This is an optimization exercise on Yosys and OpenROAD, whose aim is a short achievable clock period and few clock cycles, not a production implementation.
Only simulation tests tie the RTL to the original design; equivalence was not proved.
No activity file was given, so power comes from the tool's default toggle rates.

<file path="design/flow/config.mk">
export PLATFORM = sky130hd
export DESIGN_NAME = multicycle_mips_cpu
export DESIGN_NICKNAME = multicycle_mips_cpu
export VERILOG_FILES = /design/flow/design.v
export SDC_FILE = /design/flow/constraint.sdc
export NUM_CORES = 4
export LEC_CHECK = 0
export CAP_MARGIN = 20
export CORE_MARGIN = 2
export CORE_UTILIZATION = 30
export PLACE_DENSITY = 0.5
export SETUP_SLACK_MARGIN = 5
export SLEW_MARGIN = 20
</file>
<file path="design/flow/constraint.sdc">
create_clock -name core_clock -period 8.0 [get_ports {Clk}]
set_input_delay 1.6000 -clock core_clock [delete_from_list [all_inputs] [get_ports {Clk}]]
set_output_delay 1.6000 -clock core_clock [all_outputs]
set_load 0.01 [all_outputs]
</file>
<file path="design/flow/design.v">
module multicycle_mips_cpu #(
    parameter logic [31:0] RESET_PC = 32'h0000_0000,
    parameter int          NREG_AW  = 5
) (
    input  logic        Clk,
    input  logic        Reset,
    output logic [31:0] MemAddr,
    output logic [31:0] MemWData,
    output logic        MemRd,
    output logic        MemWr,
    input  logic [31:0] MemRData,
    input  logic        MemReady,
    output logic [31:0] PC,
    output logic        Halt
);
    localparam int NREG = 1 << NREG_AW;
    localparam logic [5:0] OP_RTYPE = 6'h00;
    localparam logic [5:0] OP_J     = 6'h02;
    localparam logic [5:0] OP_BEQ   = 6'h04;
    localparam logic [5:0] OP_ADDI  = 6'h08;
    localparam logic [5:0] OP_LW    = 6'h23;
    localparam logic [5:0] OP_SW    = 6'h2B;
    localparam logic [5:0] FN_ADD = 6'h20;
    localparam logic [5:0] FN_SUB = 6'h22;
    localparam logic [5:0] FN_AND = 6'h24;
    localparam logic [5:0] FN_OR  = 6'h25;
    localparam logic [5:0] FN_SLT = 6'h2A;
    localparam logic [31:0] SYSCALL = 32'h0000_000C;
    logic        rd_q, wr_q;             
    logic [31:0] addr_q, wdata_q;        
    logic        fetch_q;                
    logic        mem_q;                  
    logic        ld_q;                   
    logic [NREG_AW-1:0] ld_dst_q;
    logic        halt_q;
    logic [31:0] pc_q;                   
    logic        x_valid_q;
    logic        x_wr_q;                 
    logic        x_add_q, x_sub_q, x_and_q, x_or_q, x_slt_q;
    logic        x_lw_q, x_sw_q, x_beq_q, x_sys_q;
    logic        x_op2r_q;               
    logic [NREG_AW-1:0] x_rs_q, x_rt_q, x_dst_q;
    logic [31:0] x_a_q, x_b_q, x_op2_q, x_tgt_q;
    logic [31:0] x_p_q, x_ga_q, x_gs_q;
    logic        w_valid_q;
    logic [NREG_AW-1:0] w_dst_q;
    logic [31:0] w_res_q;
    logic [31:0] rf_q [NREG];
    assign MemAddr  = addr_q;
    assign MemWData = wdata_q;
    assign MemRd    = rd_q;
    assign MemWr    = wr_q;
    assign PC       = pc_q;
    assign Halt     = halt_q;
    logic stall;
    assign stall = (rd_q | wr_q) & ~MemReady;
    function automatic logic [31:0] carries(input logic [31:0] g, input logic [31:0] p,
                                            input logic cin);
        logic [31:0] gg, pp, gn, pn;
        gg    = g;
        pp    = p;
        gg[0] = g[0] | (p[0] & cin);
        for (int l = 1; l < 32; l = l * 2) begin
            for (int i = 0; i < 32; i++) begin
                if (i >= l) begin
                    gn[i] = gg[i] | (pp[i] & gg[i-l]);
                    pn[i] = pp[i] & pp[i-l];
                end else begin
                    gn[i] = gg[i];
                    pn[i] = pp[i];
                end
            end
            gg = gn;
            pp = pn;
        end
        carries = {gg[30:0], cin};
    endfunction
    function automatic logic [29:0] carries30(input logic [29:0] g, input logic [29:0] p);
        logic [31:0] c;
        c = carries({2'b00, g}, {2'b00, p}, 1'b1);
        carries30 = c[29:0];
    endfunction
    logic [31:0] c_add, c_sub, sum, diff, alu_res;
    logic        slt, x_go, x_taken, x_halt, x_mem;
    assign c_add = carries(x_ga_q, x_p_q, 1'b0);
    assign c_sub = carries(x_gs_q, ~x_p_q, 1'b1);
    assign sum   = x_p_q ^ c_add;
    assign diff  = ~x_p_q ^ c_sub;
    assign slt   = x_p_q[31] ? x_gs_q[31] : ~c_sub[31];
    assign alu_res = ({32{x_add_q}} & sum)
                   | ({32{x_sub_q}} & diff)
                   | ({32{x_and_q}} & x_ga_q)
                   | ({32{x_or_q}}  & (x_p_q | x_ga_q))
                   | {31'd0, x_slt_q & slt};
    assign x_go    = x_valid_q & ~mem_q & ~stall;
    assign x_taken = x_go & x_beq_q & (x_p_q == 32'd0);
    assign x_halt  = x_go & x_sys_q;
    assign x_mem   = x_go & (x_lw_q | x_sw_q);
    logic [5:0]  f_op, f_fn;
    logic [NREG_AW-1:0] f_rs, f_rt, f_rd;
    logic [31:0] f_imm, f_pc4, f_a, f_b, f_tgt;
    logic        f_go, f_j, f_bt, f_sys, f_halt, f_rtype_ok;
    assign f_op  = MemRData[31:26];
    assign f_fn  = MemRData[5:0];
    assign f_rs  = NREG_AW'(MemRData[25:21]);
    assign f_rt  = NREG_AW'(MemRData[20:16]);
    assign f_rd  = NREG_AW'(MemRData[15:11]);
    assign f_imm = {{16{MemRData[15]}}, MemRData[15:0]};
    assign f_pc4 = pc_q + 32'd4;
    logic [29:0] t_g, t_p, t_c;
    assign t_g   = pc_q[31:2] & f_imm[29:0];
    assign t_p   = pc_q[31:2] ^ f_imm[29:0];
    assign t_c   = carries30(t_g, t_p);
    assign f_tgt = {t_p ^ t_c, 2'b00};
    assign f_rtype_ok = (f_fn == FN_ADD) || (f_fn == FN_SUB) || (f_fn == FN_AND) ||
                        (f_fn == FN_OR) || (f_fn == FN_SLT);
    assign f_go   = fetch_q & ~stall & ~x_taken;
    assign f_j    = f_op == OP_J;
    assign f_bt   = (f_op == OP_BEQ) && (f_rs == f_rt) && (MemRData[15:0] != 16'd0);
    assign f_sys  = MemRData == SYSCALL;
    assign f_halt = f_go & f_sys & ~x_mem;
    assign f_a = (x_valid_q && x_wr_q && x_dst_q == f_rs) ? alu_res :
                 (w_valid_q && w_dst_q == f_rs) ? w_res_q : rf_q[f_rs];
    assign f_b = (x_valid_q && x_wr_q && x_dst_q == f_rt) ? alu_res :
                 (w_valid_q && w_dst_q == f_rt) ? w_res_q : rf_q[f_rt];
    logic [31:0] a_n, b_n, o_n;
    logic        ref_a, ref_b;
    assign ref_a = ld_q && x_rs_q == ld_dst_q;
    assign ref_b = ld_q && x_rt_q == ld_dst_q;
    assign a_n = mem_q ? (ref_a ? MemRData : x_a_q) : f_a;
    assign b_n = mem_q ? (ref_b ? MemRData : x_b_q) : f_b;
    assign o_n = mem_q ? ((ref_b && x_op2r_q) ? MemRData : x_op2_q) :
                 ((f_op == OP_RTYPE || f_op == OP_BEQ) ? f_b : f_imm);
    logic [31:0] pc_d;
    logic        halt_d, mem_d, fetch_d, x_valid_d, x_sys_d;
    always_comb begin
        pc_d = pc_q;
        if (!stall) begin
            if (x_taken)                 pc_d = x_tgt_q;
            else if (f_go) begin
                if (f_halt)              pc_d = f_pc4;
                else if (f_j)            pc_d = {f_pc4[31:28], MemRData[25:0], 2'b00};
                else if (f_bt)           pc_d = f_tgt;
                else                     pc_d = f_pc4;
            end
        end
    end
    assign halt_d = halt_q | x_halt | f_halt;
    assign mem_d  = stall ? mem_q : x_mem;
    assign x_valid_d = (stall || mem_q) ? x_valid_q :
                       (f_go & ~f_halt & ~f_j & ~f_bt);
    assign x_sys_d   = (stall || mem_q) ? x_sys_q : f_sys;
    assign fetch_d   = ~halt_d & ~mem_d & ~(x_valid_d & x_sys_d);
    always_ff @(posedge Clk or negedge Reset) begin
        if (!Reset) begin
            rd_q      <= 1'b0;
            wr_q      <= 1'b0;
            fetch_q   <= 1'b0;
            mem_q     <= 1'b0;
            ld_q      <= 1'b0;
            halt_q    <= 1'b0;
            pc_q      <= RESET_PC;
            addr_q    <= RESET_PC;
            x_valid_q <= 1'b0;
            x_sys_q   <= 1'b0;
            w_valid_q <= 1'b0;
        end else begin
            pc_q      <= pc_d;
            halt_q    <= halt_d;
            mem_q     <= mem_d;
            fetch_q   <= fetch_d;
            x_valid_q <= x_valid_d;
            x_sys_q   <= x_sys_d;
            if (!stall) begin
                rd_q   <= x_mem ? x_lw_q : fetch_d;
                wr_q   <= x_mem & x_sw_q;
                addr_q <= x_mem ? sum : pc_d;
                if (x_mem) ld_q <= x_lw_q && (x_dst_q != '0);
                w_valid_q <= mem_q ? ld_q : (x_go & x_wr_q);
            end
        end
    end
    always_ff @(posedge Clk) begin
        if (!stall) begin
            w_dst_q <= mem_q ? ld_dst_q : x_dst_q;
            w_res_q <= mem_q ? MemRData : alu_res;
            if (x_mem) begin
                wdata_q  <= x_b_q;
                ld_dst_q <= x_dst_q;
            end
            x_a_q   <= a_n;
            x_b_q   <= b_n;
            x_op2_q <= o_n;
            x_p_q   <= a_n ^ o_n;
            x_ga_q  <= a_n & o_n;
            x_gs_q  <= a_n & ~o_n;
            if (!mem_q) begin
                x_wr_q   <= ((f_op == OP_RTYPE && f_rtype_ok && f_rd != '0) ||
                             (f_op == OP_ADDI && f_rt != '0));
                x_add_q  <= (f_op == OP_RTYPE) ? (f_fn == FN_ADD) : 1'b1;
                x_sub_q  <= (f_op == OP_RTYPE) && (f_fn == FN_SUB);
                x_and_q  <= (f_op == OP_RTYPE) && (f_fn == FN_AND);
                x_or_q   <= (f_op == OP_RTYPE) && (f_fn == FN_OR);
                x_slt_q  <= (f_op == OP_RTYPE) && (f_fn == FN_SLT);
                x_lw_q   <= f_op == OP_LW;
                x_sw_q   <= f_op == OP_SW;
                x_beq_q  <= (f_op == OP_BEQ) && (f_rs != f_rt) && (MemRData[15:0] != 16'd0);
                x_op2r_q <= (f_op == OP_RTYPE) || (f_op == OP_BEQ);
                x_rs_q   <= f_rs;
                x_rt_q   <= f_rt;
                x_dst_q  <= (f_op == OP_RTYPE) ? f_rd : f_rt;
                x_tgt_q  <= f_tgt;
            end
        end
    end
    always_ff @(posedge Clk or negedge Reset) begin
        if (!Reset) begin
            for (int i = 0; i < NREG; i++) rf_q[i] <= 32'd0;
        end else if (w_valid_q) begin
            rf_q[w_dst_q] <= w_res_q;
        end
    end
endmodule
</file>
<file path="design/flow/run.sh">
#!/bin/bash
# synth_recipe.tcl (not shown) runs the flow's synth.tcl, then flattens the netlist and writes it again
# the make line also repeats each setting of config.mk as NAME=value (left out here)
make -C /OpenROAD-flow-scripts/flow DESIGN_CONFIG=/design/flow/config.mk WORK_HOME=/design/flow/orfs CLKGATE_MAP_FILE= SYNTH_SCRIPT=/design/flow/synth_recipe.tcl finish
</file>
==> run_results.csv <==
group,metric,value,unit
layout,nets,7944,
place,place_congestion,0.965,
cts,clock_latency,0.90,ns
synthesis,synth_compound_area_share,17.8,%
die,chipHeight,504,µm
detailed_routing,route.antenna.remaining_nets,0,
die,row_count,183,
die,dieArea,0.255,mm²
synthesis,synthMuxAreaShare,17.3,%
synthesis,synth.avg_cell_area,11.1,µm²
synthesis,synthSimpleGateAreaFrac,9.08,%
timing,worstMarginPinSlew,1.25,ns
cts,cts_root_buf,"clkbuf_16",
cts,cts_tree,"yes",
detailed_routing,vias_per_cell,6.59,
run,drv_cap,0,
detailed_routing,wirelength,445,mm
timing,max_freq,236,MHz
worst_setup_path,regToRegSetupSlack,4.03,ns
layout,area_growth,41.2,%
layout,final_common_cell,"dfrtp_1",
synthesis,syn-cell-area,0.0751,mm²
status,status,"finished clean",
timing,skew,0.0869,ns
global_route,grt_pass1_wl,591,mm
layout,postLayoutCellArea,0.106,mm²
cts,cts.sinks,1418,
layout,drive_gt1_share,49.1,%
timing,slew_violations,0,
synthesis,yosys_most_used_dff,"dfrtp_1",
global_route,grt_pass1_vias,69400,
layout,final_cell_mix,"dfrtp_1, mux2_2, a22oi_1",
min_path,min_path_type,"reg -> reg",
place,post-place-cells,9956,
place,post_dp_cell_area,0.0820,mm²
timing,setup_viol,0,
detailed_routing,first_iter_violations,12800,
worst_setup_path,critPathArrivalTime,4.82,ns
worst_setup_path,r2r-start,"x_gs_q[0]",
detailed_routing,vias,74400,
place,preCtsSetupSlack,1.10,ns
synthesis,synth-xor-area-share,1.33,%
pwr,p_per_area,353,mW/mm²
worst_setup_path,critPathLaunch,"MemRData[25]",
timing,finalWorstSetupSlack,3.77,ns
timing,tns,0,ns
global_route,grt-ovfl-total,0,
cts,numCtsBuffers,166,
synthesis,synth-adder-area-share,1.63,%
die,initial_core_util,30.2,%
global_route,grt_max_degree,178,
cts,ctsHoldBuffers,0,
min_path,hold_start,"x_b_q[20]",
pwr,leakagePower,45.5,nW
worst_setup_path,crit_path_end_kind,"flop",
place,numPortBuffers,133,
die,ios,134,
die,die_w,504,µm
timing,max-slew-margin-rel,16.5,%
pwr,vdd_drop_max,0.220,mV
synthesis,syn_inst,6798,
detailed_routing,wire_per_inst,39.3,µm
cts,clockBufferDepth,3,
timing,grt_setup_unrepaired,"yes",
synthesis,ys_types,93,
worst_setup_path,crit_path_start_kind,"input port",
global_route,grt.total_usage,33.0,%
timing,finalHoldViolCount,0,
cts,htreeDepth,4,
worst_setup_path,worstSetupPathType,"in -> reg",
synthesis,ys_ff_latch,1418,
timing,fin_crit_sh,52.9,%
synthesis,ys_async_sr_fraction,77.4,%
detailed_routing,first_pass_iters,10,
synthesis,synth_edf_count,321,
synthesis,synth_nets,6930,
die,coreArea,0.249,mm²
place,hpwl,251,mm
worst_setup_path,critical_path_required,8.59,ns
synthesis,yosys_warnings,2,
detailed_routing,drcViolationCount,0,
timing,fin_crit,4.23,ns
worst_setup_path,crit_path_max_fanout,6,
synthesis,synth_top_family_by_area,"compound AO/OA/AOI/OAI gates",
pwr,power,37.5,mW
cts,clk_pin_slew,0.09,ns
global_route,antenna_found_initial,36,
layout,finalNonFillerCells,11300,
synthesis,ys_seq_area_share,49.4,%
[final timing paths]
path,cells past startpoint,to
worst max-delay path,16,x_p_q[19]
worst min-delay path,0,wdata_q[20]
worst max register to register,15,x_p_q[24]
worst min register to register,0,wdata_q[20]
max in group asynchronous,3,rf_q[9][14]
min in group asynchronous,1,rf_q[17][30]
[what timing repair did]
| item | in CTS | in global routing |
|---|---|---|
| buffers inserted | 716 | 249 |
| cloned | 35 | 9 |
| endpoints found under the setup margin | 657 | 683 |
| endpoints found under the hold margin | 0 | 0 |
| gates resized for setup | 1881 | 655 |
| pin swaps | 498 | 493 |
[final cells by class]
cell class              count  area (µm²)
repair inverters            2        17.5
flip-flops and latches   1418       37100
fillers                 22900      143000
well taps                3330        4170
repair buffers           1430       16100
inverters                  96         413
diodes                     28        70.1
clock buffers             233        4750
multi-input cells        4698       42600
clock inverters            65         808
[metrics by stage]
stage | hold slack [ns] | util, %
6_report | 0.402 | 42.6
5_1_grt | 0.418 | 42.6
4_1_cts | 0.410 | 40.3
3_5_place_dp | 0.407 | 32.9
3_3_place_gp | 0.405 | 32.9
2_1_floorplan | 0.400 | -
[synth_stat cells, drive strengths merged, types with 27 or more instances]
| cell type | count | area, µm² |
|---|---|---|
| dfrtp | 1097 | 27500 |
| mux2 | 1084 | 12200 |
| a22oi | 910 | 6830 |
| nand2 | 500 | 1890 |
| clkbuf | 469 | 1760 |
| nor2 | 362 | 1360 |
| edfxtp | 321 | 9640 |
| a21oi | 286 | 1440 |
| o21ai | 152 | 761 |
| nor3 | 121 | 606 |
| buf | 120 | 492 |
| nand4 | 117 | 732 |
| ha | 96 | 1200 |
| inv | 91 | 342 |
| mux2i | 82 | 821 |
| nand3 | 80 | 405 |
| nor4 | 76 | 505 |
| xnor2 | 66 | 578 |
| a211oi | 54 | 438 |
| xor2 | 48 | 420 |
| a21o | 46 | 345 |
| a221oi | 43 | 383 |
| and3 | 42 | 263 |
| o21a | 39 | 293 |
| a22o | 35 | 307 |
| o211ai | 35 | 263 |
| a31oi | 29 | 181 |
| nand2b | 29 | 181 |
| o31ai | 27 | 216 |
[layer usage]
metal,vias up,track usage (%),part of all wire (%)
met3,2373,13.6,14
li1,27900,-,-
met4,38,23.0,9.3
met5,-,0.713,0.15
met1,37300,40.1,36
met2,6813,47.2,41
[flip-flops by register name, summed over array words and instances (netlist names), 30 cells and up]
register and flops:
w_res_q 32, x_tgt_q 30, x_ga_q 32, x_op2_q 32
rf_q 1024, x_p_q 32, pc_q 32, x_b_q 32
x_gs_q 32, wdata_q 32, x_a_q 32, addr_q 32
[critical path: stages]
cell	delay (ns)
buf_16	0.12
buf_6	0.11
or3b_4	0.44
buf_6	0.15
buf_6	0.11
nor2_4	0.44
clkbuf_16	0.31
a21oi_1	0.09
nand4_1	0.18
nor3_4	0.08
a21oi_4	0.31
mux2i_1	0.15
a22o_1	0.29
a21oi_4	0.20
ha_4	0.16
inv_2	0.02
[where the power goes]
part | internal, mW | switching (mW) | leakage, nW | total, mW
Combinational | 6.57 | 8.12 | 25.0 | 14.7
Sequential | 10.9 | 3.92 | 17.8 | 14.8
Clock | 4.57 | 3.38 | 2.71 | 7.95
Total | 22.1 | 15.4 | 45.5 | 37.5
[kinds of logic after synthesis]
logic type	count (synthesis)
simple gates	1451
xor+xnor	114
fa+ha+maj	97
buf+inv	685
mux	1166
flops	1418
compound gates	1867
Testbench counts, summed over its fixed seeds: cycles 41,273.

re-timing with driven ports:
The results above use ideal ports. As a check the final layout listed here was re-extracted and re-timed, cells and wires unchanged. Step 1: set_driving_cell puts a clkbuf_16 on Clk and a buf_2 on each other input, an assumption about the parent block. Step 2 also shifts input and output timing later by t, the mid clock arrival at the registers, as if the neighbouring blocks saw the same clock. Slacks: ideal / step 1 / step 2; pairs: ideal / step 1.
t (ns): 0.957
setup slack, ns: 3.771 / 3.646 / 2.689
hold WS [ns]: 0.402 / 0.402 / 0.402
cell pins on the clock port's net: 1
After both steps this run still meets setup and hold. The setup slack of this run moves by -0.125 ns with the drivers and by -1.082 ns with both steps.
